This is an optimization exercise on Yosys and OpenROAD, whose aim is small area and few clock cycles per item, not a production implementation.
Only simulation tests tie the RTL to the original design; equivalence was not proved.

==> flow/design.v (outline; a module is shown in full before it is edited, if it fits) <==
// module fir_mac: 19 lines
// module fir_serial_mac: 6716 lines
// module fir_fa: 4 lines
// module fir_ha: 4 lines
module fir_serial_mac #(
  parameter int DATA_WIDTH = 16,
  parameter int COEF_WIDTH = 16,
  parameter int TAPS       = 9,
  parameter int OUT_WIDTH  = 16,
  parameter int SHIFT      = 15
) (
  input  logic                         clk,
  input  logic                         reset,
  input  logic                         coef_wr,
  input  logic [$clog2(TAPS)-1:0]      coef_addr,
  input  logic signed [COEF_WIDTH-1:0] coef_data,
  input  logic                         in_valid,
  input  logic signed [DATA_WIDTH-1:0] in_data,
  output logic                         in_ready,
  output logic                         out_valid,
  output logic signed [OUT_WIDTH-1:0]  out_data,
  output logic                         out_sat,
  input  logic                         out_ready,
  output logic                         busy
);
  // ...
==> flow/run.sh <==
#!/bin/bash
# synth_recipe.tcl (not shown) runs the flow's synth.tcl, then flattens the netlist and writes it again
# the make line also repeats each setting of config.mk as NAME=value (left out here)
make -C /OpenROAD-flow-scripts/flow DESIGN_CONFIG=/design/flow/config.mk WORK_HOME=/design/flow/orfs CLKGATE_MAP_FILE= SYNTH_SCRIPT=/design/flow/synth_recipe.tcl finish
==> flow/config.mk <==
export PLATFORM = sky130hd
export DESIGN_NAME = fir_serial_mac
export DESIGN_NICKNAME = fir_serial_mac
export VERILOG_FILES = /design/flow/design.v
export SDC_FILE = /design/flow/constraint.sdc
export NUM_CORES = 4
export LEC_CHECK = 0
export ABC_AREA = 1
export CAP_MARGIN = 10
export CORE_MARGIN = 2
export CORE_UTILIZATION = 40
export CTS_BUF_LIST = sky130_fd_sc_hd__clkbuf_4 sky130_fd_sc_hd__clkbuf_8
export GPL_TIMING_DRIVEN = 0
export SLEW_MARGIN = 10
export SYNTH_HIERARCHICAL = 1
export SYNTH_MINIMUM_KEEP_SIZE = 0
==> flow/constraint.sdc <==
create_clock -name core_clock -period 10.0 [get_ports {clk}]
set_input_delay 2.0000 -clock core_clock [delete_from_list [all_inputs] [get_ports {clk}]]
set_output_delay 2.0000 -clock core_clock [all_outputs]
set_load 0.01 [all_outputs]
==> impl_metrics.tcl, run 1 <==
set metrics [dict create \
    ys_warn_count 7 \
    async_flop_share_pct 0 \
    met2_usage_pct 65.5 \
    synth.avg_cell_area_um2 9.50 \
    ff2ff_setup_slack_ns 0.13 \
    status "timing/DRC/antenna clean" \
    reg2reg_depth 26 \
    drc 0 \
    worstHoldPathCells 2 \
    start_kind "flip-flop" \
    die_h_um 394 \
    hold_buffers 0 \
    seq_cells 307 \
    antenna_found_initial 26 \
    worstHoldStart "c[26]$_SDFFE_PP0P_" \
    path_clk_slew_ns 0.06 \
    finalCritPeriodShare_pct 98.7 \
    cts_resized 15 \
    die_w_um 394 \
    grtUsageMet3_pct 17.6 \
    fin_setup_tns_ns 0 \
    hold_class "reg -> reg" \
    num-nets-final 7918 \
    reg_top3 "c x144, x x144, out_data x16" \
    slowest_delay_ns 0.74 \
    overflow 0 \
    hold_ws_ns 0.458 \
    crit_cells 26 \
    finalSetupViolations 0 \
    synth_xor_area_share_pct 17.6 \
    antenna_left 0 \
    final_cell_area_um2 65700 \
    startpoint "x[43]$_SDFFE_PP0P_" \
    worst-setup-path-type "reg -> reg" \
    synthSimpleGateAreaFrac_pct 6.20 \
    nWellTaps 2030 \
    worstPathRequired_ns 10.53 \
]
Testbench counts, summed over its fixed seeds: cycles 2,064, items 2,048.
==> run 2: changes to the inputs <==
--- a/flow/design.v
+++ b/flow/design.v
@@ -4023,22 +4023,20 @@
       out_sat  <= sat;
     end
   end
+  wire [15:0] cdata = coef_data & {16{!reset}};
+  always_ff @(posedge clk)
+    for (int k = 0; k < 9; k++)
+      if (reset || (we && coef_addr == 4'(k))) c[k] <= cdata;
   always_ff @(posedge clk)
     if (reset) begin
-      for (int k = 0; k < 9; k++) begin
-        x[k] <= '0;
-        c[k] <= '0;
-      end
-    end else begin
-      if (accept) begin
-        x[0] <= in_data;
-        for (int k = 1; k < 9; k++) x[k] <= x[k-1];
-      end
-      if (we) c[coef_addr] <= coef_data;
+      for (int k = 0; k < 9; k++) x[k] <= '0;
+    end else if (accept) begin
+      x[0] <= in_data;
+      for (int k = 1; k < 9; k++) x[k] <= x[k-1];
     end
   assign o0_0 = (x[0][0] ^ 1'b0);
   assign t0_0 = ((x[0][1] & ~x[0][0] & ~1'b0) | (~x[0][1] & x[0][0] & 1'b0));
-  assign g0_0 = x[0][1] & ~(x[0][0] & 1'b0);
+  assign g0_0 = x[0][1];
   assign p0_0_0 = ((o0_0 & c[0][0])) ^ g0_0;
   assign p0_0_1 = ((o0_0 & c[0][1]) | (t0_0 & c[0][0])) ^ g0_0;
   assign p0_0_2 = ((o0_0 & c[0][2]) | (t0_0 & c[0][1])) ^ g0_0;
@@ -4058,7 +4056,7 @@
   assign p0_0_16 = ~(((o0_0 & c[0][15]) | (t0_0 & c[0][15])) ^ g0_0);
   assign o0_1 = (x[0][2] ^ x[0][1]);
   assign t0_1 = ((x[0][3] & ~x[0][2] & ~x[0][1]) | (~x[0][3] & x[0][2] & x[0][1]));
-  assign g0_1 = x[0][3] & ~(x[0][2] & x[0][1]);
+  assign g0_1 = x[0][3];
   assign p0_1_0 = ((o0_1 & c[0][0])) ^ g0_1;
   assign p0_1_1 = ((o0_1 & c[0][1]) | (t0_1 & c[0][0])) ^ g0_1;
   assign p0_1_2 = ((o0_1 & c[0][2]) | (t0_1 & c[0][1])) ^ g0_1;
@@ -4078,7 +4076,7 @@
   assign p0_1_16 = ~(((o0_1 & c[0][15]) | (t0_1 & c[0][15])) ^ g0_1);
   assign o0_2 = (x[0][4] ^ x[0][3]);
   assign t0_2 = ((x[0][5] & ~x[0][4] & ~x[0][3]) | (~x[0][5] & x[0][4] & x[0][3]));
-  assign g0_2 = x[0][5] & ~(x[0][4] & x[0][3]);
+  assign g0_2 = x[0][5];
   assign p0_2_0 = ((o0_2 & c[0][0])) ^ g0_2;
   assign p0_2_1 = ((o0_2 & c[0][1]) | (t0_2 & c[0][0])) ^ g0_2;
   assign p0_2_2 = ((o0_2 & c[0][2]) | (t0_2 & c[0][1])) ^ g0_2;
@@ -4098,7 +4096,7 @@
   assign p0_2_16 = ~(((o0_2 & c[0][15]) | (t0_2 & c[0][15])) ^ g0_2);
   assign o0_3 = (x[0][6] ^ x[0][5]);
   assign t0_3 = ((x[0][7] & ~x[0][6] & ~x[0][5]) | (~x[0][7] & x[0][6] & x[0][5]));
-  assign g0_3 = x[0][7] & ~(x[0][6] & x[0][5]);
+  assign g0_3 = x[0][7];
   assign p0_3_0 = ((o0_3 & c[0][0])) ^ g0_3;
   assign p0_3_1 = ((o0_3 & c[0][1]) | (t0_3 & c[0][0])) ^ g0_3;
   assign p0_3_2 = ((o0_3 & c[0][2]) | (t0_3 & c[0][1])) ^ g0_3;
@@ -4118,7 +4116,7 @@
   assign p0_3_16 = ~(((o0_3 & c[0][15]) | (t0_3 & c[0][15])) ^ g0_3);
   assign o0_4 = (x[0][8] ^ x[0][7]);
   assign t0_4 = ((x[0][9] & ~x[0][8] & ~x[0][7]) | (~x[0][9] & x[0][8] & x[0][7]));
-  assign g0_4 = x[0][9] & ~(x[0][8] & x[0][7]);
+  assign g0_4 = x[0][9];
   assign p0_4_0 = ((o0_4 & c[0][0])) ^ g0_4;
   assign p0_4_1 = ((o0_4 & c[0][1]) | (t0_4 & c[0][0])) ^ g0_4;
   assign p0_4_2 = ((o0_4 & c[0][2]) | (t0_4 & c[0][1])) ^ g0_4;
@@ -4138,7 +4136,7 @@
   assign p0_4_16 = ~(((o0_4 & c[0][15]) | (t0_4 & c[0][15])) ^ g0_4);
   assign o0_5 = (x[0][10] ^ x[0][9]);
   assign t0_5 = ((x[0][11] & ~x[0][10] & ~x[0][9]) | (~x[0][11] & x[0][10] & x[0][9]));
-  assign g0_5 = x[0][11] & ~(x[0][10] & x[0][9]);
+  assign g0_5 = x[0][11];
   assign p0_5_0 = ((o0_5 & c[0][0])) ^ g0_5;
   assign p0_5_1 = ((o0_5 & c[0][1]) | (t0_5 & c[0][0])) ^ g0_5;
   assign p0_5_2 = ((o0_5 & c[0][2]) | (t0_5 & c[0][1])) ^ g0_5;
@@ -4158,7 +4156,7 @@
   assign p0_5_16 = ~(((o0_5 & c[0][15]) | (t0_5 & c[0][15])) ^ g0_5);
   assign o0_6 = (x[0][12] ^ x[0][11]);
   assign t0_6 = ((x[0][13] & ~x[0][12] & ~x[0][11]) | (~x[0][13] & x[0][12] & x[0][11]));
-  assign g0_6 = x[0][13] & ~(x[0][12] & x[0][11]);
+  assign g0_6 = x[0][13];
   assign p0_6_0 = ((o0_6 & c[0][0])) ^ g0_6;
   assign p0_6_1 = ((o0_6 & c[0][1]) | (t0_6 & c[0][0])) ^ g0_6;
   assign p0_6_2 = ((o0_6 & c[0][2]) | (t0_6 & c[0][1])) ^ g0_6;
@@ -4178,7 +4176,7 @@
   assign p0_6_16 = ~(((o0_6 & c[0][15]) | (t0_6 & c[0][15])) ^ g0_6);
   assign o0_7 = (x[0][14] ^ x[0][13]);
   assign t0_7 = ((x[0][15] & ~x[0][14] & ~x[0][13]) | (~x[0][15] & x[0][14] & x[0][13]));
-  assign g0_7 = x[0][15] & ~(x[0][14] & x[0][13]);
+  assign g0_7 = x[0][15];
   assign p0_7_0 = ((o0_7 & c[0][0])) ^ g0_7;
   assign p0_7_1 = ((o0_7 & c[0][1]) | (t0_7 & c[0][0])) ^ g0_7;
   assign p0_7_2 = ((o0_7 & c[0][2]) | (t0_7 & c[0][1])) ^ g0_7;
@@ -4198,7 +4196,7 @@
   assign p0_7_16 = ~(((o0_7 & c[0][15]) | (t0_7 & c[0][15])) ^ g0_7);
   assign o1_0 = (x[1][0] ^ 1'b0);
   assign t1_0 = ((x[1][1] & ~x[1][0] & ~1'b0) | (~x[1][1] & x[1][0] & 1'b0));
-  assign g1_0 = x[1][1] & ~(x[1][0] & 1'b0);
+  assign g1_0 = x[1][1];
   assign p1_0_0 = ((o1_0 & c[1][0])) ^ g1_0;
   assign p1_0_1 = ((o1_0 & c[1][1]) | (t1_0 & c[1][0])) ^ g1_0;
   assign p1_0_2 = ((o1_0 & c[1][2]) | (t1_0 & c[1][1])) ^ g1_0;
@@ -4218,7 +4216,7 @@
   assign p1_0_16 = ~(((o1_0 & c[1][15]) | (t1_0 & c[1][15])) ^ g1_0);
   assign o1_1 = (x[1][2] ^ x[1][1]);
   assign t1_1 = ((x[1][3] & ~x[1][2] & ~x[1][1]) | (~x[1][3] & x[1][2] & x[1][1]));
-  assign g1_1 = x[1][3] & ~(x[1][2] & x[1][1]);
+  assign g1_1 = x[1][3];
   assign p1_1_0 = ((o1_1 & c[1][0])) ^ g1_1;
   assign p1_1_1 = ((o1_1 & c[1][1]) | (t1_1 & c[1][0])) ^ g1_1;
   assign p1_1_2 = ((o1_1 & c[1][2]) | (t1_1 & c[1][1])) ^ g1_1;
@@ -4238,7 +4236,7 @@
   assign p1_1_16 = ~(((o1_1 & c[1][15]) | (t1_1 & c[1][15])) ^ g1_1);
   assign o1_2 = (x[1][4] ^ x[1][3]);
   assign t1_2 = ((x[1][5] & ~x[1][4] & ~x[1][3]) | (~x[1][5] & x[1][4] & x[1][3]));
-  assign g1_2 = x[1][5] & ~(x[1][4] & x[1][3]);
+  assign g1_2 = x[1][5];
   assign p1_2_0 = ((o1_2 & c[1][0])) ^ g1_2;
   assign p1_2_1 = ((o1_2 & c[1][1]) | (t1_2 & c[1][0])) ^ g1_2;
   assign p1_2_2 = ((o1_2 & c[1][2]) | (t1_2 & c[1][1])) ^ g1_2;
@@ -4258,7 +4256,7 @@
   assign p1_2_16 = ~(((o1_2 & c[1][15]) | (t1_2 & c[1][15])) ^ g1_2);
   assign o1_3 = (x[1][6] ^ x[1][5]);
   assign t1_3 = ((x[1][7] & ~x[1][6] & ~x[1][5]) | (~x[1][7] & x[1][6] & x[1][5]));
-  assign g1_3 = x[1][7] & ~(x[1][6] & x[1][5]);
+  assign g1_3 = x[1][7];
   assign p1_3_0 = ((o1_3 & c[1][0])) ^ g1_3;
   assign p1_3_1 = ((o1_3 & c[1][1]) | (t1_3 & c[1][0])) ^ g1_3;
   assign p1_3_2 = ((o1_3 & c[1][2]) | (t1_3 & c[1][1])) ^ g1_3;
@@ -4278,7 +4276,7 @@
   assign p1_3_16 = ~(((o1_3 & c[1][15]) | (t1_3 & c[1][15])) ^ g1_3);
   assign o1_4 = (x[1][8] ^ x[1][7]);
   assign t1_4 = ((x[1][9] & ~x[1][8] & ~x[1][7]) | (~x[1][9] & x[1][8] & x[1][7]));
-  assign g1_4 = x[1][9] & ~(x[1][8] & x[1][7]);
+  assign g1_4 = x[1][9];
   assign p1_4_0 = ((o1_4 & c[1][0])) ^ g1_4;
   assign p1_4_1 = ((o1_4 & c[1][1]) | (t1_4 & c[1][0])) ^ g1_4;
   assign p1_4_2 = ((o1_4 & c[1][2]) | (t1_4 & c[1][1])) ^ g1_4;
@@ -4298,7 +4296,7 @@
   assign p1_4_16 = ~(((o1_4 & c[1][15]) | (t1_4 & c[1][15])) ^ g1_4);
   assign o1_5 = (x[1][10] ^ x[1][9]);
   assign t1_5 = ((x[1][11] & ~x[1][10] & ~x[1][9]) | (~x[1][11] & x[1][10] & x[1][9]));
-  assign g1_5 = x[1][11] & ~(x[1][10] & x[1][9]);
+  assign g1_5 = x[1][11];
   assign p1_5_0 = ((o1_5 & c[1][0])) ^ g1_5;
   assign p1_5_1 = ((o1_5 & c[1][1]) | (t1_5 & c[1][0])) ^ g1_5;
   assign p1_5_2 = ((o1_5 & c[1][2]) | (t1_5 & c[1][1])) ^ g1_5;
@@ -4318,7 +4316,7 @@
   assign p1_5_16 = ~(((o1_5 & c[1][15]) | (t1_5 & c[1][15])) ^ g1_5);
   assign o1_6 = (x[1][12] ^ x[1][11]);
   assign t1_6 = ((x[1][13] & ~x[1][12] & ~x[1][11]) | (~x[1][13] & x[1][12] & x[1][11]));
-  assign g1_6 = x[1][13] & ~(x[1][12] & x[1][11]);
+  assign g1_6 = x[1][13];
   assign p1_6_0 = ((o1_6 & c[1][0])) ^ g1_6;
   assign p1_6_1 = ((o1_6 & c[1][1]) | (t1_6 & c[1][0])) ^ g1_6;
   assign p1_6_2 = ((o1_6 & c[1][2]) | (t1_6 & c[1][1])) ^ g1_6;
@@ -4338,7 +4336,7 @@
   assign p1_6_16 = ~(((o1_6 & c[1][15]) | (t1_6 & c[1][15])) ^ g1_6);
   assign o1_7 = (x[1][14] ^ x[1][13]);
   assign t1_7 = ((x[1][15] & ~x[1][14] & ~x[1][13]) | (~x[1][15] & x[1][14] & x[1][13]));
-  assign g1_7 = x[1][15] & ~(x[1][14] & x[1][13]);
+  assign g1_7 = x[1][15];
   assign p1_7_0 = ((o1_7 & c[1][0])) ^ g1_7;
   assign p1_7_1 = ((o1_7 & c[1][1]) | (t1_7 & c[1][0])) ^ g1_7;
   assign p1_7_2 = ((o1_7 & c[1][2]) | (t1_7 & c[1][1])) ^ g1_7;
@@ -4358,7 +4356,7 @@
   assign p1_7_16 = ~(((o1_7 & c[1][15]) | (t1_7 & c[1][15])) ^ g1_7);
   assign o2_0 = (x[2][0] ^ 1'b0);
   assign t2_0 = ((x[2][1] & ~x[2][0] & ~1'b0) | (~x[2][1] & x[2][0] & 1'b0));
-  assign g2_0 = x[2][1] & ~(x[2][0] & 1'b0);
+  assign g2_0 = x[2][1];
   assign p2_0_0 = ((o2_0 & c[2][0])) ^ g2_0;
   assign p2_0_1 = ((o2_0 & c[2][1]) | (t2_0 & c[2][0])) ^ g2_0;
   assign p2_0_2 = ((o2_0 & c[2][2]) | (t2_0 & c[2][1])) ^ g2_0;
@@ -4378,7 +4376,7 @@
   assign p2_0_16 = ~(((o2_0 & c[2][15]) | (t2_0 & c[2][15])) ^ g2_0);
   assign o2_1 = (x[2][2] ^ x[2][1]);
   assign t2_1 = ((x[2][3] & ~x[2][2] & ~x[2][1]) | (~x[2][3] & x[2][2] & x[2][1]));
-  assign g2_1 = x[2][3] & ~(x[2][2] & x[2][1]);
+  assign g2_1 = x[2][3];
   assign p2_1_0 = ((o2_1 & c[2][0])) ^ g2_1;
   assign p2_1_1 = ((o2_1 & c[2][1]) | (t2_1 & c[2][0])) ^ g2_1;
   assign p2_1_2 = ((o2_1 & c[2][2]) | (t2_1 & c[2][1])) ^ g2_1;
@@ -4398,7 +4396,7 @@
   assign p2_1_16 = ~(((o2_1 & c[2][15]) | (t2_1 & c[2][15])) ^ g2_1);
   assign o2_2 = (x[2][4] ^ x[2][3]);
   assign t2_2 = ((x[2][5] & ~x[2][4] & ~x[2][3]) | (~x[2][5] & x[2][4] & x[2][3]));
-  assign g2_2 = x[2][5] & ~(x[2][4] & x[2][3]);
+  assign g2_2 = x[2][5];
   assign p2_2_0 = ((o2_2 & c[2][0])) ^ g2_2;
   assign p2_2_1 = ((o2_2 & c[2][1]) | (t2_2 & c[2][0])) ^ g2_2;
   assign p2_2_2 = ((o2_2 & c[2][2]) | (t2_2 & c[2][1])) ^ g2_2;
@@ -4418,7 +4416,7 @@
   assign p2_2_16 = ~(((o2_2 & c[2][15]) | (t2_2 & c[2][15])) ^ g2_2);
   assign o2_3 = (x[2][6] ^ x[2][5]);
   assign t2_3 = ((x[2][7] & ~x[2][6] & ~x[2][5]) | (~x[2][7] & x[2][6] & x[2][5]));
-  assign g2_3 = x[2][7] & ~(x[2][6] & x[2][5]);
+  assign g2_3 = x[2][7];
   assign p2_3_0 = ((o2_3 & c[2][0])) ^ g2_3;
   assign p2_3_1 = ((o2_3 & c[2][1]) | (t2_3 & c[2][0])) ^ g2_3;
   assign p2_3_2 = ((o2_3 & c[2][2]) | (t2_3 & c[2][1])) ^ g2_3;
@@ -4438,7 +4436,7 @@
   assign p2_3_16 = ~(((o2_3 & c[2][15]) | (t2_3 & c[2][15])) ^ g2_3);
   assign o2_4 = (x[2][8] ^ x[2][7]);
   assign t2_4 = ((x[2][9] & ~x[2][8] & ~x[2][7]) | (~x[2][9] & x[2][8] & x[2][7]));
-  assign g2_4 = x[2][9] & ~(x[2][8] & x[2][7]);
+  assign g2_4 = x[2][9];
   assign p2_4_0 = ((o2_4 & c[2][0])) ^ g2_4;
   assign p2_4_1 = ((o2_4 & c[2][1]) | (t2_4 & c[2][0])) ^ g2_4;
   assign p2_4_2 = ((o2_4 & c[2][2]) | (t2_4 & c[2][1])) ^ g2_4;
@@ -4458,7 +4456,7 @@
   assign p2_4_16 = ~(((o2_4 & c[2][15]) | (t2_4 & c[2][15])) ^ g2_4);
   assign o2_5 = (x[2][10] ^ x[2][9]);
   assign t2_5 = ((x[2][11] & ~x[2][10] & ~x[2][9]) | (~x[2][11] & x[2][10] & x[2][9]));
-  assign g2_5 = x[2][11] & ~(x[2][10] & x[2][9]);
+  assign g2_5 = x[2][11];
   assign p2_5_0 = ((o2_5 & c[2][0])) ^ g2_5;
   assign p2_5_1 = ((o2_5 & c[2][1]) | (t2_5 & c[2][0])) ^ g2_5;
   assign p2_5_2 = ((o2_5 & c[2][2]) | (t2_5 & c[2][1])) ^ g2_5;
@@ -4478,7 +4476,7 @@
   assign p2_5_16 = ~(((o2_5 & c[2][15]) | (t2_5 & c[2][15])) ^ g2_5);
   assign o2_6 = (x[2][12] ^ x[2][11]);
   assign t2_6 = ((x[2][13] & ~x[2][12] & ~x[2][11]) | (~x[2][13] & x[2][12] & x[2][11]));
-  assign g2_6 = x[2][13] & ~(x[2][12] & x[2][11]);
+  assign g2_6 = x[2][13];
   assign p2_6_0 = ((o2_6 & c[2][0])) ^ g2_6;
   assign p2_6_1 = ((o2_6 & c[2][1]) | (t2_6 & c[2][0])) ^ g2_6;
   assign p2_6_2 = ((o2_6 & c[2][2]) | (t2_6 & c[2][1])) ^ g2_6;
@@ -4498,7 +4496,7 @@
   assign p2_6_16 = ~(((o2_6 & c[2][15]) | (t2_6 & c[2][15])) ^ g2_6);
   assign o2_7 = (x[2][14] ^ x[2][13]);
   assign t2_7 = ((x[2][15] & ~x[2][14] & ~x[2][13]) | (~x[2][15] & x[2][14] & x[2][13]));
-  assign g2_7 = x[2][15] & ~(x[2][14] & x[2][13]);
+  assign g2_7 = x[2][15];
   assign p2_7_0 = ((o2_7 & c[2][0])) ^ g2_7;
   assign p2_7_1 = ((o2_7 & c[2][1]) | (t2_7 & c[2][0])) ^ g2_7;
   assign p2_7_2 = ((o2_7 & c[2][2]) | (t2_7 & c[2][1])) ^ g2_7;
@@ -4518,7 +4516,7 @@
   assign p2_7_16 = ~(((o2_7 & c[2][15]) | (t2_7 & c[2][15])) ^ g2_7);
   assign o3_0 = (x[3][0] ^ 1'b0);
   assign t3_0 = ((x[3][1] & ~x[3][0] & ~1'b0) | (~x[3][1] & x[3][0] & 1'b0));
-  assign g3_0 = x[3][1] & ~(x[3][0] & 1'b0);
+  assign g3_0 = x[3][1];
   assign p3_0_0 = ((o3_0 & c[3][0])) ^ g3_0;
   assign p3_0_1 = ((o3_0 & c[3][1]) | (t3_0 & c[3][0])) ^ g3_0;
   assign p3_0_2 = ((o3_0 & c[3][2]) | (t3_0 & c[3][1])) ^ g3_0;
@@ -4538,7 +4536,7 @@
   assign p3_0_16 = ~(((o3_0 & c[3][15]) | (t3_0 & c[3][15])) ^ g3_0);
   assign o3_1 = (x[3][2] ^ x[3][1]);
   assign t3_1 = ((x[3][3] & ~x[3][2] & ~x[3][1]) | (~x[3][3] & x[3][2] & x[3][1]));
-  assign g3_1 = x[3][3] & ~(x[3][2] & x[3][1]);
+  assign g3_1 = x[3][3];
   assign p3_1_0 = ((o3_1 & c[3][0])) ^ g3_1;
   assign p3_1_1 = ((o3_1 & c[3][1]) | (t3_1 & c[3][0])) ^ g3_1;
   assign p3_1_2 = ((o3_1 & c[3][2]) | (t3_1 & c[3][1])) ^ g3_1;
@@ -4558,7 +4556,7 @@
   assign p3_1_16 = ~(((o3_1 & c[3][15]) | (t3_1 & c[3][15])) ^ g3_1);
   assign o3_2 = (x[3][4] ^ x[3][3]);
   assign t3_2 = ((x[3][5] & ~x[3][4] & ~x[3][3]) | (~x[3][5] & x[3][4] & x[3][3]));
-  assign g3_2 = x[3][5] & ~(x[3][4] & x[3][3]);
+  assign g3_2 = x[3][5];
   assign p3_2_0 = ((o3_2 & c[3][0])) ^ g3_2;
   assign p3_2_1 = ((o3_2 & c[3][1]) | (t3_2 & c[3][0])) ^ g3_2;
   assign p3_2_2 = ((o3_2 & c[3][2]) | (t3_2 & c[3][1])) ^ g3_2;
@@ -4578,7 +4576,7 @@
   assign p3_2_16 = ~(((o3_2 & c[3][15]) | (t3_2 & c[3][15])) ^ g3_2);
   assign o3_3 = (x[3][6] ^ x[3][5]);
   assign t3_3 = ((x[3][7] & ~x[3][6] & ~x[3][5]) | (~x[3][7] & x[3][6] & x[3][5]));
-  assign g3_3 = x[3][7] & ~(x[3][6] & x[3][5]);
+  assign g3_3 = x[3][7];
   assign p3_3_0 = ((o3_3 & c[3][0])) ^ g3_3;
   assign p3_3_1 = ((o3_3 & c[3][1]) | (t3_3 & c[3][0])) ^ g3_3;
   assign p3_3_2 = ((o3_3 & c[3][2]) | (t3_3 & c[3][1])) ^ g3_3;
@@ -4598,7 +4596,7 @@
   assign p3_3_16 = ~(((o3_3 & c[3][15]) | (t3_3 & c[3][15])) ^ g3_3);
   assign o3_4 = (x[3][8] ^ x[3][7]);
   assign t3_4 = ((x[3][9] & ~x[3][8] & ~x[3][7]) | (~x[3][9] & x[3][8] & x[3][7]));
-  assign g3_4 = x[3][9] & ~(x[3][8] & x[3][7]);
+  assign g3_4 = x[3][9];
   assign p3_4_0 = ((o3_4 & c[3][0])) ^ g3_4;
   assign p3_4_1 = ((o3_4 & c[3][1]) | (t3_4 & c[3][0])) ^ g3_4;
   assign p3_4_2 = ((o3_4 & c[3][2]) | (t3_4 & c[3][1])) ^ g3_4;
@@ -4618,7 +4616,7 @@
   assign p3_4_16 = ~(((o3_4 & c[3][15]) | (t3_4 & c[3][15])) ^ g3_4);
   assign o3_5 = (x[3][10] ^ x[3][9]);
   assign t3_5 = ((x[3][11] & ~x[3][10] & ~x[3][9]) | (~x[3][11] & x[3][10] & x[3][9]));
-  assign g3_5 = x[3][11] & ~(x[3][10] & x[3][9]);
+  assign g3_5 = x[3][11];
   assign p3_5_0 = ((o3_5 & c[3][0])) ^ g3_5;
   assign p3_5_1 = ((o3_5 & c[3][1]) | (t3_5 & c[3][0])) ^ g3_5;
   assign p3_5_2 = ((o3_5 & c[3][2]) | (t3_5 & c[3][1])) ^ g3_5;
@@ -4638,7 +4636,7 @@
   assign p3_5_16 = ~(((o3_5 & c[3][15]) | (t3_5 & c[3][15])) ^ g3_5);
   assign o3_6 = (x[3][12] ^ x[3][11]);
   assign t3_6 = ((x[3][13] & ~x[3][12] & ~x[3][11]) | (~x[3][13] & x[3][12] & x[3][11]));
-  assign g3_6 = x[3][13] & ~(x[3][12] & x[3][11]);
+  assign g3_6 = x[3][13];
   assign p3_6_0 = ((o3_6 & c[3][0])) ^ g3_6;
   assign p3_6_1 = ((o3_6 & c[3][1]) | (t3_6 & c[3][0])) ^ g3_6;
   assign p3_6_2 = ((o3_6 & c[3][2]) | (t3_6 & c[3][1])) ^ g3_6;
@@ -4658,7 +4656,7 @@
   assign p3_6_16 = ~(((o3_6 & c[3][15]) | (t3_6 & c[3][15])) ^ g3_6);
   assign o3_7 = (x[3][14] ^ x[3][13]);
   assign t3_7 = ((x[3][15] & ~x[3][14] & ~x[3][13]) | (~x[3][15] & x[3][14] & x[3][13]));
-  assign g3_7 = x[3][15] & ~(x[3][14] & x[3][13]);
+  assign g3_7 = x[3][15];
   assign p3_7_0 = ((o3_7 & c[3][0])) ^ g3_7;
   assign p3_7_1 = ((o3_7 & c[3][1]) | (t3_7 & c[3][0])) ^ g3_7;
   assign p3_7_2 = ((o3_7 & c[3][2]) | (t3_7 & c[3][1])) ^ g3_7;
@@ -4678,7 +4676,7 @@
   assign p3_7_16 = ~(((o3_7 & c[3][15]) | (t3_7 & c[3][15])) ^ g3_7);
   assign o4_0 = (x[4][0] ^ 1'b0);
   assign t4_0 = ((x[4][1] & ~x[4][0] & ~1'b0) | (~x[4][1] & x[4][0] & 1'b0));
-  assign g4_0 = x[4][1] & ~(x[4][0] & 1'b0);
+  assign g4_0 = x[4][1];
   assign p4_0_0 = ((o4_0 & c[4][0])) ^ g4_0;
   assign p4_0_1 = ((o4_0 & c[4][1]) | (t4_0 & c[4][0])) ^ g4_0;
   assign p4_0_2 = ((o4_0 & c[4][2]) | (t4_0 & c[4][1])) ^ g4_0;
@@ -4698,7 +4696,7 @@
   assign p4_0_16 = ~(((o4_0 & c[4][15]) | (t4_0 & c[4][15])) ^ g4_0);
   assign o4_1 = (x[4][2] ^ x[4][1]);
   assign t4_1 = ((x[4][3] & ~x[4][2] & ~x[4][1]) | (~x[4][3] & x[4][2] & x[4][1]));
-  assign g4_1 = x[4][3] & ~(x[4][2] & x[4][1]);
+  assign g4_1 = x[4][3];
   assign p4_1_0 = ((o4_1 & c[4][0])) ^ g4_1;
   assign p4_1_1 = ((o4_1 & c[4][1]) | (t4_1 & c[4][0])) ^ g4_1;
   assign p4_1_2 = ((o4_1 & c[4][2]) | (t4_1 & c[4][1])) ^ g4_1;
@@ -4718,7 +4716,7 @@
   assign p4_1_16 = ~(((o4_1 & c[4][15]) | (t4_1 & c[4][15])) ^ g4_1);
   assign o4_2 = (x[4][4] ^ x[4][3]);
   assign t4_2 = ((x[4][5] & ~x[4][4] & ~x[4][3]) | (~x[4][5] & x[4][4] & x[4][3]));
-  assign g4_2 = x[4][5] & ~(x[4][4] & x[4][3]);
+  assign g4_2 = x[4][5];
   assign p4_2_0 = ((o4_2 & c[4][0])) ^ g4_2;
   assign p4_2_1 = ((o4_2 & c[4][1]) | (t4_2 & c[4][0])) ^ g4_2;
   assign p4_2_2 = ((o4_2 & c[4][2]) | (t4_2 & c[4][1])) ^ g4_2;
@@ -4738,7 +4736,7 @@
   assign p4_2_16 = ~(((o4_2 & c[4][15]) | (t4_2 & c[4][15])) ^ g4_2);
   assign o4_3 = (x[4][6] ^ x[4][5]);
   assign t4_3 = ((x[4][7] & ~x[4][6] & ~x[4][5]) | (~x[4][7] & x[4][6] & x[4][5]));
-  assign g4_3 = x[4][7] & ~(x[4][6] & x[4][5]);
+  assign g4_3 = x[4][7];
   assign p4_3_0 = ((o4_3 & c[4][0])) ^ g4_3;
   assign p4_3_1 = ((o4_3 & c[4][1]) | (t4_3 & c[4][0])) ^ g4_3;
   assign p4_3_2 = ((o4_3 & c[4][2]) | (t4_3 & c[4][1])) ^ g4_3;
@@ -4758,7 +4756,7 @@
   assign p4_3_16 = ~(((o4_3 & c[4][15]) | (t4_3 & c[4][15])) ^ g4_3);
   assign o4_4 = (x[4][8] ^ x[4][7]);
   assign t4_4 = ((x[4][9] & ~x[4][8] & ~x[4][7]) | (~x[4][9] & x[4][8] & x[4][7]));
-  assign g4_4 = x[4][9] & ~(x[4][8] & x[4][7]);
+  assign g4_4 = x[4][9];
   assign p4_4_0 = ((o4_4 & c[4][0])) ^ g4_4;
   assign p4_4_1 = ((o4_4 & c[4][1]) | (t4_4 & c[4][0])) ^ g4_4;
   assign p4_4_2 = ((o4_4 & c[4][2]) | (t4_4 & c[4][1])) ^ g4_4;
@@ -4778,7 +4776,7 @@
   assign p4_4_16 = ~(((o4_4 & c[4][15]) | (t4_4 & c[4][15])) ^ g4_4);
   assign o4_5 = (x[4][10] ^ x[4][9]);
   assign t4_5 = ((x[4][11] & ~x[4][10] & ~x[4][9]) | (~x[4][11] & x[4][10] & x[4][9]));
-  assign g4_5 = x[4][11] & ~(x[4][10] & x[4][9]);
+  assign g4_5 = x[4][11];
   assign p4_5_0 = ((o4_5 & c[4][0])) ^ g4_5;
   assign p4_5_1 = ((o4_5 & c[4][1]) | (t4_5 & c[4][0])) ^ g4_5;
   assign p4_5_2 = ((o4_5 & c[4][2]) | (t4_5 & c[4][1])) ^ g4_5;
@@ -4798,7 +4796,7 @@
   assign p4_5_16 = ~(((o4_5 & c[4][15]) | (t4_5 & c[4][15])) ^ g4_5);
   assign o4_6 = (x[4][12] ^ x[4][11]);
   assign t4_6 = ((x[4][13] & ~x[4][12] & ~x[4][11]) | (~x[4][13] & x[4][12] & x[4][11]));
-  assign g4_6 = x[4][13] & ~(x[4][12] & x[4][11]);
+  assign g4_6 = x[4][13];
   assign p4_6_0 = ((o4_6 & c[4][0])) ^ g4_6;
   assign p4_6_1 = ((o4_6 & c[4][1]) | (t4_6 & c[4][0])) ^ g4_6;
   assign p4_6_2 = ((o4_6 & c[4][2]) | (t4_6 & c[4][1])) ^ g4_6;
@@ -4818,7 +4816,7 @@
   assign p4_6_16 = ~(((o4_6 & c[4][15]) | (t4_6 & c[4][15])) ^ g4_6);
   assign o4_7 = (x[4][14] ^ x[4][13]);
   assign t4_7 = ((x[4][15] & ~x[4][14] & ~x[4][13]) | (~x[4][15] & x[4][14] & x[4][13]));
-  assign g4_7 = x[4][15] & ~(x[4][14] & x[4][13]);
+  assign g4_7 = x[4][15];
   assign p4_7_0 = ((o4_7 & c[4][0])) ^ g4_7;
   assign p4_7_1 = ((o4_7 & c[4][1]) | (t4_7 & c[4][0])) ^ g4_7;
   assign p4_7_2 = ((o4_7 & c[4][2]) | (t4_7 & c[4][1])) ^ g4_7;
@@ -4838,7 +4836,7 @@
   assign p4_7_16 = ~(((o4_7 & c[4][15]) | (t4_7 & c[4][15])) ^ g4_7);
   assign o5_0 = (x[5][0] ^ 1'b0);
   assign t5_0 = ((x[5][1] & ~x[5][0] & ~1'b0) | (~x[5][1] & x[5][0] & 1'b0));
-  assign g5_0 = x[5][1] & ~(x[5][0] & 1'b0);
+  assign g5_0 = x[5][1];
   assign p5_0_0 = ((o5_0 & c[5][0])) ^ g5_0;
   assign p5_0_1 = ((o5_0 & c[5][1]) | (t5_0 & c[5][0])) ^ g5_0;
   assign p5_0_2 = ((o5_0 & c[5][2]) | (t5_0 & c[5][1])) ^ g5_0;
@@ -4858,7 +4856,7 @@
   assign p5_0_16 = ~(((o5_0 & c[5][15]) | (t5_0 & c[5][15])) ^ g5_0);
   assign o5_1 = (x[5][2] ^ x[5][1]);
   assign t5_1 = ((x[5][3] & ~x[5][2] & ~x[5][1]) | (~x[5][3] & x[5][2] & x[5][1]));
-  assign g5_1 = x[5][3] & ~(x[5][2] & x[5][1]);
+  assign g5_1 = x[5][3];
   assign p5_1_0 = ((o5_1 & c[5][0])) ^ g5_1;
   assign p5_1_1 = ((o5_1 & c[5][1]) | (t5_1 & c[5][0])) ^ g5_1;
   assign p5_1_2 = ((o5_1 & c[5][2]) | (t5_1 & c[5][1])) ^ g5_1;
@@ -4878,7 +4876,7 @@
   assign p5_1_16 = ~(((o5_1 & c[5][15]) | (t5_1 & c[5][15])) ^ g5_1);
   assign o5_2 = (x[5][4] ^ x[5][3]);
   assign t5_2 = ((x[5][5] & ~x[5][4] & ~x[5][3]) | (~x[5][5] & x[5][4] & x[5][3]));
-  assign g5_2 = x[5][5] & ~(x[5][4] & x[5][3]);
+  assign g5_2 = x[5][5];
   assign p5_2_0 = ((o5_2 & c[5][0])) ^ g5_2;
   assign p5_2_1 = ((o5_2 & c[5][1]) | (t5_2 & c[5][0])) ^ g5_2;
   assign p5_2_2 = ((o5_2 & c[5][2]) | (t5_2 & c[5][1])) ^ g5_2;
@@ -4898,7 +4896,7 @@
   assign p5_2_16 = ~(((o5_2 & c[5][15]) | (t5_2 & c[5][15])) ^ g5_2);
   assign o5_3 = (x[5][6] ^ x[5][5]);
   assign t5_3 = ((x[5][7] & ~x[5][6] & ~x[5][5]) | (~x[5][7] & x[5][6] & x[5][5]));
-  assign g5_3 = x[5][7] & ~(x[5][6] & x[5][5]);
+  assign g5_3 = x[5][7];
   assign p5_3_0 = ((o5_3 & c[5][0])) ^ g5_3;
   assign p5_3_1 = ((o5_3 & c[5][1]) | (t5_3 & c[5][0])) ^ g5_3;
   assign p5_3_2 = ((o5_3 & c[5][2]) | (t5_3 & c[5][1])) ^ g5_3;
@@ -4918,7 +4916,7 @@
   assign p5_3_16 = ~(((o5_3 & c[5][15]) | (t5_3 & c[5][15])) ^ g5_3);
   assign o5_4 = (x[5][8] ^ x[5][7]);
   assign t5_4 = ((x[5][9] & ~x[5][8] & ~x[5][7]) | (~x[5][9] & x[5][8] & x[5][7]));
-  assign g5_4 = x[5][9] & ~(x[5][8] & x[5][7]);
+  assign g5_4 = x[5][9];
   assign p5_4_0 = ((o5_4 & c[5][0])) ^ g5_4;
   assign p5_4_1 = ((o5_4 & c[5][1]) | (t5_4 & c[5][0])) ^ g5_4;
   assign p5_4_2 = ((o5_4 & c[5][2]) | (t5_4 & c[5][1])) ^ g5_4;
@@ -4938,7 +4936,7 @@
   assign p5_4_16 = ~(((o5_4 & c[5][15]) | (t5_4 & c[5][15])) ^ g5_4);
   assign o5_5 = (x[5][10] ^ x[5][9]);
   assign t5_5 = ((x[5][11] & ~x[5][10] & ~x[5][9]) | (~x[5][11] & x[5][10] & x[5][9]));
-  assign g5_5 = x[5][11] & ~(x[5][10] & x[5][9]);
+  assign g5_5 = x[5][11];
   assign p5_5_0 = ((o5_5 & c[5][0])) ^ g5_5;
   assign p5_5_1 = ((o5_5 & c[5][1]) | (t5_5 & c[5][0])) ^ g5_5;
   assign p5_5_2 = ((o5_5 & c[5][2]) | (t5_5 & c[5][1])) ^ g5_5;
@@ -4958,7 +4956,7 @@
   assign p5_5_16 = ~(((o5_5 & c[5][15]) | (t5_5 & c[5][15])) ^ g5_5);
   assign o5_6 = (x[5][12] ^ x[5][11]);
   assign t5_6 = ((x[5][13] & ~x[5][12] & ~x[5][11]) | (~x[5][13] & x[5][12] & x[5][11]));
-  assign g5_6 = x[5][13] & ~(x[5][12] & x[5][11]);
+  assign g5_6 = x[5][13];
   assign p5_6_0 = ((o5_6 & c[5][0])) ^ g5_6;
   assign p5_6_1 = ((o5_6 & c[5][1]) | (t5_6 & c[5][0])) ^ g5_6;
   assign p5_6_2 = ((o5_6 & c[5][2]) | (t5_6 & c[5][1])) ^ g5_6;
@@ -4978,7 +4976,7 @@
   assign p5_6_16 = ~(((o5_6 & c[5][15]) | (t5_6 & c[5][15])) ^ g5_6);
   assign o5_7 = (x[5][14] ^ x[5][13]);
   assign t5_7 = ((x[5][15] & ~x[5][14] & ~x[5][13]) | (~x[5][15] & x[5][14] & x[5][13]));
-  assign g5_7 = x[5][15] & ~(x[5][14] & x[5][13]);
+  assign g5_7 = x[5][15];
   assign p5_7_0 = ((o5_7 & c[5][0])) ^ g5_7;
   assign p5_7_1 = ((o5_7 & c[5][1]) | (t5_7 & c[5][0])) ^ g5_7;
   assign p5_7_2 = ((o5_7 & c[5][2]) | (t5_7 & c[5][1])) ^ g5_7;
@@ -4998,7 +4996,7 @@
   assign p5_7_16 = ~(((o5_7 & c[5][15]) | (t5_7 & c[5][15])) ^ g5_7);
   assign o6_0 = (x[6][0] ^ 1'b0);
   assign t6_0 = ((x[6][1] & ~x[6][0] & ~1'b0) | (~x[6][1] & x[6][0] & 1'b0));
-  assign g6_0 = x[6][1] & ~(x[6][0] & 1'b0);
+  assign g6_0 = x[6][1];
   assign p6_0_0 = ((o6_0 & c[6][0])) ^ g6_0;
   assign p6_0_1 = ((o6_0 & c[6][1]) | (t6_0 & c[6][0])) ^ g6_0;
   assign p6_0_2 = ((o6_0 & c[6][2]) | (t6_0 & c[6][1])) ^ g6_0;
@@ -5018,7 +5016,7 @@
   assign p6_0_16 = ~(((o6_0 & c[6][15]) | (t6_0 & c[6][15])) ^ g6_0);
   assign o6_1 = (x[6][2] ^ x[6][1]);
   assign t6_1 = ((x[6][3] & ~x[6][2] & ~x[6][1]) | (~x[6][3] & x[6][2] & x[6][1]));
-  assign g6_1 = x[6][3] & ~(x[6][2] & x[6][1]);
+  assign g6_1 = x[6][3];
   assign p6_1_0 = ((o6_1 & c[6][0])) ^ g6_1;
   assign p6_1_1 = ((o6_1 & c[6][1]) | (t6_1 & c[6][0])) ^ g6_1;
   assign p6_1_2 = ((o6_1 & c[6][2]) | (t6_1 & c[6][1])) ^ g6_1;
@@ -5038,7 +5036,7 @@
   assign p6_1_16 = ~(((o6_1 & c[6][15]) | (t6_1 & c[6][15])) ^ g6_1);
   assign o6_2 = (x[6][4] ^ x[6][3]);
   assign t6_2 = ((x[6][5] & ~x[6][4] & ~x[6][3]) | (~x[6][5] & x[6][4] & x[6][3]));
-  assign g6_2 = x[6][5] & ~(x[6][4] & x[6][3]);
+  assign g6_2 = x[6][5];
   assign p6_2_0 = ((o6_2 & c[6][0])) ^ g6_2;
   assign p6_2_1 = ((o6_2 & c[6][1]) | (t6_2 & c[6][0])) ^ g6_2;
   assign p6_2_2 = ((o6_2 & c[6][2]) | (t6_2 & c[6][1])) ^ g6_2;
@@ -5058,7 +5056,7 @@
   assign p6_2_16 = ~(((o6_2 & c[6][15]) | (t6_2 & c[6][15])) ^ g6_2);
   assign o6_3 = (x[6][6] ^ x[6][5]);
   assign t6_3 = ((x[6][7] & ~x[6][6] & ~x[6][5]) | (~x[6][7] & x[6][6] & x[6][5]));
-  assign g6_3 = x[6][7] & ~(x[6][6] & x[6][5]);
+  assign g6_3 = x[6][7];
   assign p6_3_0 = ((o6_3 & c[6][0])) ^ g6_3;
   assign p6_3_1 = ((o6_3 & c[6][1]) | (t6_3 & c[6][0])) ^ g6_3;
   assign p6_3_2 = ((o6_3 & c[6][2]) | (t6_3 & c[6][1])) ^ g6_3;
@@ -5078,7 +5076,7 @@
   assign p6_3_16 = ~(((o6_3 & c[6][15]) | (t6_3 & c[6][15])) ^ g6_3);
   assign o6_4 = (x[6][8] ^ x[6][7]);
   assign t6_4 = ((x[6][9] & ~x[6][8] & ~x[6][7]) | (~x[6][9] & x[6][8] & x[6][7]));
-  assign g6_4 = x[6][9] & ~(x[6][8] & x[6][7]);
+  assign g6_4 = x[6][9];
   assign p6_4_0 = ((o6_4 & c[6][0])) ^ g6_4;
   assign p6_4_1 = ((o6_4 & c[6][1]) | (t6_4 & c[6][0])) ^ g6_4;
   assign p6_4_2 = ((o6_4 & c[6][2]) | (t6_4 & c[6][1])) ^ g6_4;
@@ -5098,7 +5096,7 @@
   assign p6_4_16 = ~(((o6_4 & c[6][15]) | (t6_4 & c[6][15])) ^ g6_4);
   assign o6_5 = (x[6][10] ^ x[6][9]);
   assign t6_5 = ((x[6][11] & ~x[6][10] & ~x[6][9]) | (~x[6][11] & x[6][10] & x[6][9]));
-  assign g6_5 = x[6][11] & ~(x[6][10] & x[6][9]);
+  assign g6_5 = x[6][11];
   assign p6_5_0 = ((o6_5 & c[6][0])) ^ g6_5;
   assign p6_5_1 = ((o6_5 & c[6][1]) | (t6_5 & c[6][0])) ^ g6_5;
   assign p6_5_2 = ((o6_5 & c[6][2]) | (t6_5 & c[6][1])) ^ g6_5;
@@ -5118,7 +5116,7 @@
   assign p6_5_16 = ~(((o6_5 & c[6][15]) | (t6_5 & c[6][15])) ^ g6_5);
   assign o6_6 = (x[6][12] ^ x[6][11]);
   assign t6_6 = ((x[6][13] & ~x[6][12] & ~x[6][11]) | (~x[6][13] & x[6][12] & x[6][11]));
-  assign g6_6 = x[6][13] & ~(x[6][12] & x[6][11]);
+  assign g6_6 = x[6][13];
   assign p6_6_0 = ((o6_6 & c[6][0])) ^ g6_6;
   assign p6_6_1 = ((o6_6 & c[6][1]) | (t6_6 & c[6][0])) ^ g6_6;
   assign p6_6_2 = ((o6_6 & c[6][2]) | (t6_6 & c[6][1])) ^ g6_6;
@@ -5138,7 +5136,7 @@
   assign p6_6_16 = ~(((o6_6 & c[6][15]) | (t6_6 & c[6][15])) ^ g6_6);
   assign o6_7 = (x[6][14] ^ x[6][13]);
   assign t6_7 = ((x[6][15] & ~x[6][14] & ~x[6][13]) | (~x[6][15] & x[6][14] & x[6][13]));
-  assign g6_7 = x[6][15] & ~(x[6][14] & x[6][13]);
+  assign g6_7 = x[6][15];
   assign p6_7_0 = ((o6_7 & c[6][0])) ^ g6_7;
   assign p6_7_1 = ((o6_7 & c[6][1]) | (t6_7 & c[6][0])) ^ g6_7;
   assign p6_7_2 = ((o6_7 & c[6][2]) | (t6_7 & c[6][1])) ^ g6_7;
@@ -5158,7 +5156,7 @@
   assign p6_7_16 = ~(((o6_7 & c[6][15]) | (t6_7 & c[6][15])) ^ g6_7);
   assign o7_0 = (x[7][0] ^ 1'b0);
   assign t7_0 = ((x[7][1] & ~x[7][0] & ~1'b0) | (~x[7][1] & x[7][0] & 1'b0));
-  assign g7_0 = x[7][1] & ~(x[7][0] & 1'b0);
+  assign g7_0 = x[7][1];
   assign p7_0_0 = ((o7_0 & c[7][0])) ^ g7_0;
   assign p7_0_1 = ((o7_0 & c[7][1]) | (t7_0 & c[7][0])) ^ g7_0;
   assign p7_0_2 = ((o7_0 & c[7][2]) | (t7_0 & c[7][1])) ^ g7_0;
@@ -5178,7 +5176,7 @@
   assign p7_0_16 = ~(((o7_0 & c[7][15]) | (t7_0 & c[7][15])) ^ g7_0);
   assign o7_1 = (x[7][2] ^ x[7][1]);
   assign t7_1 = ((x[7][3] & ~x[7][2] & ~x[7][1]) | (~x[7][3] & x[7][2] & x[7][1]));
-  assign g7_1 = x[7][3] & ~(x[7][2] & x[7][1]);
+  assign g7_1 = x[7][3];
   assign p7_1_0 = ((o7_1 & c[7][0])) ^ g7_1;
   assign p7_1_1 = ((o7_1 & c[7][1]) | (t7_1 & c[7][0])) ^ g7_1;
   assign p7_1_2 = ((o7_1 & c[7][2]) | (t7_1 & c[7][1])) ^ g7_1;
@@ -5198,7 +5196,7 @@
   assign p7_1_16 = ~(((o7_1 & c[7][15]) | (t7_1 & c[7][15])) ^ g7_1);
   assign o7_2 = (x[7][4] ^ x[7][3]);
   assign t7_2 = ((x[7][5] & ~x[7][4] & ~x[7][3]) | (~x[7][5] & x[7][4] & x[7][3]));
-  assign g7_2 = x[7][5] & ~(x[7][4] & x[7][3]);
+  assign g7_2 = x[7][5];
   assign p7_2_0 = ((o7_2 & c[7][0])) ^ g7_2;
   assign p7_2_1 = ((o7_2 & c[7][1]) | (t7_2 & c[7][0])) ^ g7_2;
   assign p7_2_2 = ((o7_2 & c[7][2]) | (t7_2 & c[7][1])) ^ g7_2;
@@ -5218,7 +5216,7 @@
   assign p7_2_16 = ~(((o7_2 & c[7][15]) | (t7_2 & c[7][15])) ^ g7_2);
   assign o7_3 = (x[7][6] ^ x[7][5]);
   assign t7_3 = ((x[7][7] & ~x[7][6] & ~x[7][5]) | (~x[7][7] & x[7][6] & x[7][5]));
-  assign g7_3 = x[7][7] & ~(x[7][6] & x[7][5]);
+  assign g7_3 = x[7][7];
   assign p7_3_0 = ((o7_3 & c[7][0])) ^ g7_3;
   assign p7_3_1 = ((o7_3 & c[7][1]) | (t7_3 & c[7][0])) ^ g7_3;
   assign p7_3_2 = ((o7_3 & c[7][2]) | (t7_3 & c[7][1])) ^ g7_3;
@@ -5238,7 +5236,7 @@
   assign p7_3_16 = ~(((o7_3 & c[7][15]) | (t7_3 & c[7][15])) ^ g7_3);
   assign o7_4 = (x[7][8] ^ x[7][7]);
   assign t7_4 = ((x[7][9] & ~x[7][8] & ~x[7][7]) | (~x[7][9] & x[7][8] & x[7][7]));
-  assign g7_4 = x[7][9] & ~(x[7][8] & x[7][7]);
+  assign g7_4 = x[7][9];
   assign p7_4_0 = ((o7_4 & c[7][0])) ^ g7_4;
   assign p7_4_1 = ((o7_4 & c[7][1]) | (t7_4 & c[7][0])) ^ g7_4;
   assign p7_4_2 = ((o7_4 & c[7][2]) | (t7_4 & c[7][1])) ^ g7_4;
@@ -5258,7 +5256,7 @@
   assign p7_4_16 = ~(((o7_4 & c[7][15]) | (t7_4 & c[7][15])) ^ g7_4);
   assign o7_5 = (x[7][10] ^ x[7][9]);
   assign t7_5 = ((x[7][11] & ~x[7][10] & ~x[7][9]) | (~x[7][11] & x[7][10] & x[7][9]));
-  assign g7_5 = x[7][11] & ~(x[7][10] & x[7][9]);
+  assign g7_5 = x[7][11];
   assign p7_5_0 = ((o7_5 & c[7][0])) ^ g7_5;
   assign p7_5_1 = ((o7_5 & c[7][1]) | (t7_5 & c[7][0])) ^ g7_5;
   assign p7_5_2 = ((o7_5 & c[7][2]) | (t7_5 & c[7][1])) ^ g7_5;
@@ -5278,7 +5276,7 @@
   assign p7_5_16 = ~(((o7_5 & c[7][15]) | (t7_5 & c[7][15])) ^ g7_5);
   assign o7_6 = (x[7][12] ^ x[7][11]);
   assign t7_6 = ((x[7][13] & ~x[7][12] & ~x[7][11]) | (~x[7][13] & x[7][12] & x[7][11]));
-  assign g7_6 = x[7][13] & ~(x[7][12] & x[7][11]);
+  assign g7_6 = x[7][13];
   assign p7_6_0 = ((o7_6 & c[7][0])) ^ g7_6;
   assign p7_6_1 = ((o7_6 & c[7][1]) | (t7_6 & c[7][0])) ^ g7_6;
   assign p7_6_2 = ((o7_6 & c[7][2]) | (t7_6 & c[7][1])) ^ g7_6;
@@ -5298,7 +5296,7 @@
   assign p7_6_16 = ~(((o7_6 & c[7][15]) | (t7_6 & c[7][15])) ^ g7_6);
   assign o7_7 = (x[7][14] ^ x[7][13]);
   assign t7_7 = ((x[7][15] & ~x[7][14] & ~x[7][13]) | (~x[7][15] & x[7][14] & x[7][13]));
-  assign g7_7 = x[7][15] & ~(x[7][14] & x[7][13]);
+  assign g7_7 = x[7][15];
   assign p7_7_0 = ((o7_7 & c[7][0])) ^ g7_7;
   assign p7_7_1 = ((o7_7 & c[7][1]) | (t7_7 & c[7][0])) ^ g7_7;
   assign p7_7_2 = ((o7_7 & c[7][2]) | (t7_7 & c[7][1])) ^ g7_7;
@@ -5318,7 +5316,7 @@
   assign p7_7_16 = ~(((o7_7 & c[7][15]) | (t7_7 & c[7][15])) ^ g7_7);
   assign o8_0 = (x[8][0] ^ 1'b0);
   assign t8_0 = ((x[8][1] & ~x[8][0] & ~1'b0) | (~x[8][1] & x[8][0] & 1'b0));
-  assign g8_0 = x[8][1] & ~(x[8][0] & 1'b0);
+  assign g8_0 = x[8][1];
   assign p8_0_0 = ((o8_0 & c[8][0])) ^ g8_0;
   assign p8_0_1 = ((o8_0 & c[8][1]) | (t8_0 & c[8][0])) ^ g8_0;
   assign p8_0_2 = ((o8_0 & c[8][2]) | (t8_0 & c[8][1])) ^ g8_0;
@@ -5338,7 +5336,7 @@
   assign p8_0_16 = ~(((o8_0 & c[8][15]) | (t8_0 & c[8][15])) ^ g8_0);
   assign o8_1 = (x[8][2] ^ x[8][1]);
   assign t8_1 = ((x[8][3] & ~x[8][2] & ~x[8][1]) | (~x[8][3] & x[8][2] & x[8][1]));
-  assign g8_1 = x[8][3] & ~(x[8][2] & x[8][1]);
+  assign g8_1 = x[8][3];
   assign p8_1_0 = ((o8_1 & c[8][0])) ^ g8_1;
   assign p8_1_1 = ((o8_1 & c[8][1]) | (t8_1 & c[8][0])) ^ g8_1;
   assign p8_1_2 = ((o8_1 & c[8][2]) | (t8_1 & c[8][1])) ^ g8_1;
@@ -5358,7 +5356,7 @@
   assign p8_1_16 = ~(((o8_1 & c[8][15]) | (t8_1 & c[8][15])) ^ g8_1);
   assign o8_2 = (x[8][4] ^ x[8][3]);
   assign t8_2 = ((x[8][5] & ~x[8][4] & ~x[8][3]) | (~x[8][5] & x[8][4] & x[8][3]));
-  assign g8_2 = x[8][5] & ~(x[8][4] & x[8][3]);
+  assign g8_2 = x[8][5];
   assign p8_2_0 = ((o8_2 & c[8][0])) ^ g8_2;
   assign p8_2_1 = ((o8_2 & c[8][1]) | (t8_2 & c[8][0])) ^ g8_2;
   assign p8_2_2 = ((o8_2 & c[8][2]) | (t8_2 & c[8][1])) ^ g8_2;
@@ -5378,7 +5376,7 @@
   assign p8_2_16 = ~(((o8_2 & c[8][15]) | (t8_2 & c[8][15])) ^ g8_2);
   assign o8_3 = (x[8][6] ^ x[8][5]);
   assign t8_3 = ((x[8][7] & ~x[8][6] & ~x[8][5]) | (~x[8][7] & x[8][6] & x[8][5]));
-  assign g8_3 = x[8][7] & ~(x[8][6] & x[8][5]);
+  assign g8_3 = x[8][7];
   assign p8_3_0 = ((o8_3 & c[8][0])) ^ g8_3;
   assign p8_3_1 = ((o8_3 & c[8][1]) | (t8_3 & c[8][0])) ^ g8_3;
   assign p8_3_2 = ((o8_3 & c[8][2]) | (t8_3 & c[8][1])) ^ g8_3;
@@ -5398,7 +5396,7 @@
   assign p8_3_16 = ~(((o8_3 & c[8][15]) | (t8_3 & c[8][15])) ^ g8_3);
   assign o8_4 = (x[8][8] ^ x[8][7]);
   assign t8_4 = ((x[8][9] & ~x[8][8] & ~x[8][7]) | (~x[8][9] & x[8][8] & x[8][7]));
-  assign g8_4 = x[8][9] & ~(x[8][8] & x[8][7]);
+  assign g8_4 = x[8][9];
   assign p8_4_0 = ((o8_4 & c[8][0])) ^ g8_4;
   assign p8_4_1 = ((o8_4 & c[8][1]) | (t8_4 & c[8][0])) ^ g8_4;
   assign p8_4_2 = ((o8_4 & c[8][2]) | (t8_4 & c[8][1])) ^ g8_4;
@@ -5418,7 +5416,7 @@
   assign p8_4_16 = ~(((o8_4 & c[8][15]) | (t8_4 & c[8][15])) ^ g8_4);
   assign o8_5 = (x[8][10] ^ x[8][9]);
   assign t8_5 = ((x[8][11] & ~x[8][10] & ~x[8][9]) | (~x[8][11] & x[8][10] & x[8][9]));
-  assign g8_5 = x[8][11] & ~(x[8][10] & x[8][9]);
+  assign g8_5 = x[8][11];
   assign p8_5_0 = ((o8_5 & c[8][0])) ^ g8_5;
   assign p8_5_1 = ((o8_5 & c[8][1]) | (t8_5 & c[8][0])) ^ g8_5;
   assign p8_5_2 = ((o8_5 & c[8][2]) | (t8_5 & c[8][1])) ^ g8_5;
@@ -5438,7 +5436,7 @@
   assign p8_5_16 = ~(((o8_5 & c[8][15]) | (t8_5 & c[8][15])) ^ g8_5);
   assign o8_6 = (x[8][12] ^ x[8][11]);
   assign t8_6 = ((x[8][13] & ~x[8][12] & ~x[8][11]) | (~x[8][13] & x[8][12] & x[8][11]));
-  assign g8_6 = x[8][13] & ~(x[8][12] & x[8][11]);
+  assign g8_6 = x[8][13];
   assign p8_6_0 = ((o8_6 & c[8][0])) ^ g8_6;
   assign p8_6_1 = ((o8_6 & c[8][1]) | (t8_6 & c[8][0])) ^ g8_6;
   assign p8_6_2 = ((o8_6 & c[8][2]) | (t8_6 & c[8][1])) ^ g8_6;
@@ -5458,7 +5456,7 @@
   assign p8_6_16 = ~(((o8_6 & c[8][15]) | (t8_6 & c[8][15])) ^ g8_6);
   assign o8_7 = (x[8][14] ^ x[8][13]);
   assign t8_7 = ((x[8][15] & ~x[8][14] & ~x[8][13]) | (~x[8][15] & x[8][14] & x[8][13]));
-  assign g8_7 = x[8][15] & ~(x[8][14] & x[8][13]);
+  assign g8_7 = x[8][15];
   assign p8_7_0 = ((o8_7 & c[8][0])) ^ g8_7;
   assign p8_7_1 = ((o8_7 & c[8][1]) | (t8_7 & c[8][0])) ^ g8_7;
   assign p8_7_2 = ((o8_7 & c[8][2]) | (t8_7 & c[8][1])) ^ g8_7;
--- a/flow/config.mk
+++ b/flow/config.mk
@@ -8,8 +8,10 @@
 export ABC_AREA = 1
 export CAP_MARGIN = 10
 export CORE_MARGIN = 2
-export CORE_UTILIZATION = 40
+export CORE_UTILIZATION = 55
 export CTS_BUF_LIST = sky130_fd_sc_hd__clkbuf_4 sky130_fd_sc_hd__clkbuf_8
+export CTS_CLUSTER_DIAMETER = 50
+export CTS_CLUSTER_SIZE = 10
 export GPL_TIMING_DRIVEN = 0
 export SLEW_MARGIN = 10
 export SYNTH_HIERARCHICAL = 1
==> run 2 against run 1 <==
Effect of this change:
- area after synthesis is 2.5% lower
- clock skew down 0.052 ns
- critical path type unchanged
- sequential cell count did not move
- still clean
==> impl_metrics.tcl, run 2 <==
set metrics [dict create \
    status "timing/DRC/antenna clean" \
    drive_above_1_share_pct 4.97 \
    die_h_um 332 \
    grt_usage_pct 55.3 \
    synth_flop_cell "edfxtp_1" \
    worst-setup-path-type "reg -> reg" \
    final_cell_mix "fa_1 (1232), xor2_1 (1153), o22ai_1 (1071)" \
    num_rows 120 \
    cts_buffers 61 \
    die_w_um 332 \
    critPathBufInv 6 \
    cts_resized 0 \
    synth.avg_cell_area_um2 9.95 \
    slowest_stage "fa_1" \
    yosysMostFrequentCell "fa_1" \
    dieArea_um2 110000 \
    synth_seq_cells 307 \
    hold_class "reg -> reg" \
    post_cts_buffers 0 \
    min_period_ns 9.61 \
    synth_edf_count 161 \
    grt_pass1_wl_mm 415 \
    cp_max_fo 10 \
    arrival_ns 10.15 \
    via_count 53800 \
    drc 0 \
    finalWirelength_mm 308 \
    syn_to_final_growth_pct 7.61 \
    yosysTopAreaCellShare_pct 41.6 \
    async_flop_share_pct 0 \
    cp_common_cell "fa_1" \
    core_area_um2 107000 \
    synth_cells 5957 \
    multi_input_area_um2 48300 \
    synth_cell_types 42 \
    clock_latency_ns 0.79 \
    reg_top3 "c x144, x x144, out_data x16" \
    synth_commonest_cells "fa_1 (1232), xor2_1 (1153), o22ai_1 (1071)" \
    fin_skew_ns 0.0345 \
    grt_start_max_net_pins 20 \
    fin_cells 7599 \
    start_kind "flip-flop" \
    synth-seq-area-share_pct 13.1 \
    maxCapViolCount 0 \
    grt_setup_unrepaired "no" \
    place_hpwl_mm 263 \
    worstPathRequired_ns 10.54 \
    ff_latch_area_um2 7760 \
    cts_tree "yes" \
    ys_warn_count 7 \
    dp_cells 7446 \
    hold_buffers 0 \
    end_kind "flip-flop" \
    fmax_mhz 104 \
    antenna_found_initial 31 \
    first_iter_violations 9638 \
    ff2ff_setup_slack_ns 0.39 \
    fin_setup_tns_ns 0 \
    antenna_left 0 \
    n_fill_cell 9425 \
    synth_area_um2 59300 \
    pin_count 61 \
    ctsHtreeMaxLevel 2 \
    placed_cell_area_um2 62400 \
    drv_slew 0 \
    gp_congestion 1.19 \
    overflow 0 \
    yosys.area.top_type "fa_1" \
    critical_path.top_delay_family "adder cells" \
    slew_headroom_pct 13.1 \
    io_buffers 59 \
    wl_per_cell_um 40.5 \
    num-nets-final 7438 \
    clk_path_buf_depth 3 \
    via_per_inst 7.08 \
    path_clk_slew_ns 0.08 \
    grt_pass1_vias 51700 \
    firstDrtPassIters 9 \
    worstMarginPinSlew_ns 1.30 \
    finalCritPeriodShare_pct 96.1 \
    slowest_delay_ns 0.69 \
    hold_viol 0 \
    final_common_cell "fa_1" \
    final_cell_area_um2 63800 \
    clockRootBuffer "clkbuf_8" \
    finalSetupViolations 0 \
    initial_core_util_pct 55.4 \
    cts_num_sinks 307 \
    synthTopCellsByArea "fa_1 (42%), xor2_1 (17%), o22ai_1 (11%), edfxtp_1 (8.2%), dfxtp_1 (4.9%)" \
]
-- run 2: cell count changes in the layout (fill, tap and decap cells not counted), sizes merged, moves of 25 or more --
cell    before   now
dfxtp      290   146
a21oi      240   102
nand3      131    19
o21ai      194   158
buf        108   206
edfxtp      17   161
a211oi      14    63
xor2      1090  1153
clkbuf     450   384
inv        428   389
o31ai      144    82
diode       13    38
xnor2      131     3
ha         123    58
-- run 2: stage by stage --
stage               hold slack, ns  utilization (%)  worst slack (ns)
finish                       0.518             59.6             0.390
global route                 0.534             59.6             0.271
CTS                          0.510             59.5             0.829
detailed placement           0.496             58.3             0.830
global placement             0.469             57.6             0.847
floorplan                    0.445                -              2.34
-- run 2: routing by layer --
layer | GRT usage [%] | share of wire [%] | vias to the layer above
met3 | 25.1 | 17 | 1213
met5 | 1.48 | 0.086 | -
li1 | - | - | 20600
met2 | 73.7 | 39 | 5224
met1 | 67.0 | 33 | 26700
met4 | 48.2 | 11 | 14
-- run 2: cells by family (layout without fill, tap and decap cells) --
family,Yosys count,count (layout),synth area share (%)
xor gates and xnor gates,1156,1156,17.1
AOI/OAI and AO/OA,1497,1497,15.7
other,1,42,0.00633
DFF,307,307,13.1
buffers and inverters,870,1068,5.75
and+or+nand+nor,836,836,5.53
adders and majority gates,1290,1290,42.8
-- run 2: worst paths after layout --
path | start | end | cells past startpoint
min reg2reg | x[76]$_SDFFE_PP0P_ | x[76]$_SDFFE_PP0P_ | 2
min | x[76]$_SDFFE_PP0P_ | x[76]$_SDFFE_PP0P_ | 2
max | x[143]$_SDFFE_PP0P_ | out_data[11]$_DFFE_PN_ | 31
max reg2reg | x[143]$_SDFFE_PP0P_ | out_data[11]$_DFFE_PN_ | 31
-- run 2: worst min-delay path: cells and delay by family, from the launching register on --
family,cells,cell delay [ns]
DFF,1,0.34
AOI/OAI and AO/OA,1,0.07
and+or+nand+nor,1,0.07
-- run 2: area by class of cell --
cell class / instances / area share, %
Buffer: 493 / 3.13
Inverter: 377 / 2.22
Timing Repair Buffer: 84 / 1.84
Sequential cell: 307 / 12.2
Multi-Input combinational cell: 4783 / 75.7
Tap cell: 1403 / 2.75
Clock buffer: 72 / 1.47
Clock inverter: 42 / 0.540
Antenna cell: 38 / 0.149
-- run 2: modules after synthesis (local to each module, per instance) --
| module | flops+latches | cell area [µm²] |
|---|---|---|
| fir_fa | 0 | 20.0 |
| fir_serial_mac | 307 | 34300 |
| fir_ha | 0 | 12.5 |
Testbench counts of run 2, summed over its fixed seeds: cycles 2,064, items 2,048.

-- port drivers added, routing unchanged --
The results above use ideal ports. As a check the final layouts listed here were re-extracted and re-timed, cells and wires unchanged.
Step 1: set_driving_cell puts a clkbuf_16 on clk and a buf_2 on each other input, an assumption about the parent block.
Step 2, shift: input delay + t, output delay - t, t = (earliest + latest rising clock arrival at the registers) / 2. This alone moves slack from input paths to output paths.
Three values: ideal ports, drivers, drivers and shift; two values: the first two.
| run | t (ns) | slack for setup (ns) | worst hold slack (ns) | worst setup path after step 2 |
|---|---|---|---|---|
| run 1 | 0.904 | 0.131 / 0.131 / 0.131 | 0.458 / 0.458 / 0.458 | register to register |
| run 2 | 0.865 | 0.390 / 0.390 / 0.390 | 0.518 / 0.518 / 0.518 | register to register |
After both steps every run listed still meets setup and hold.
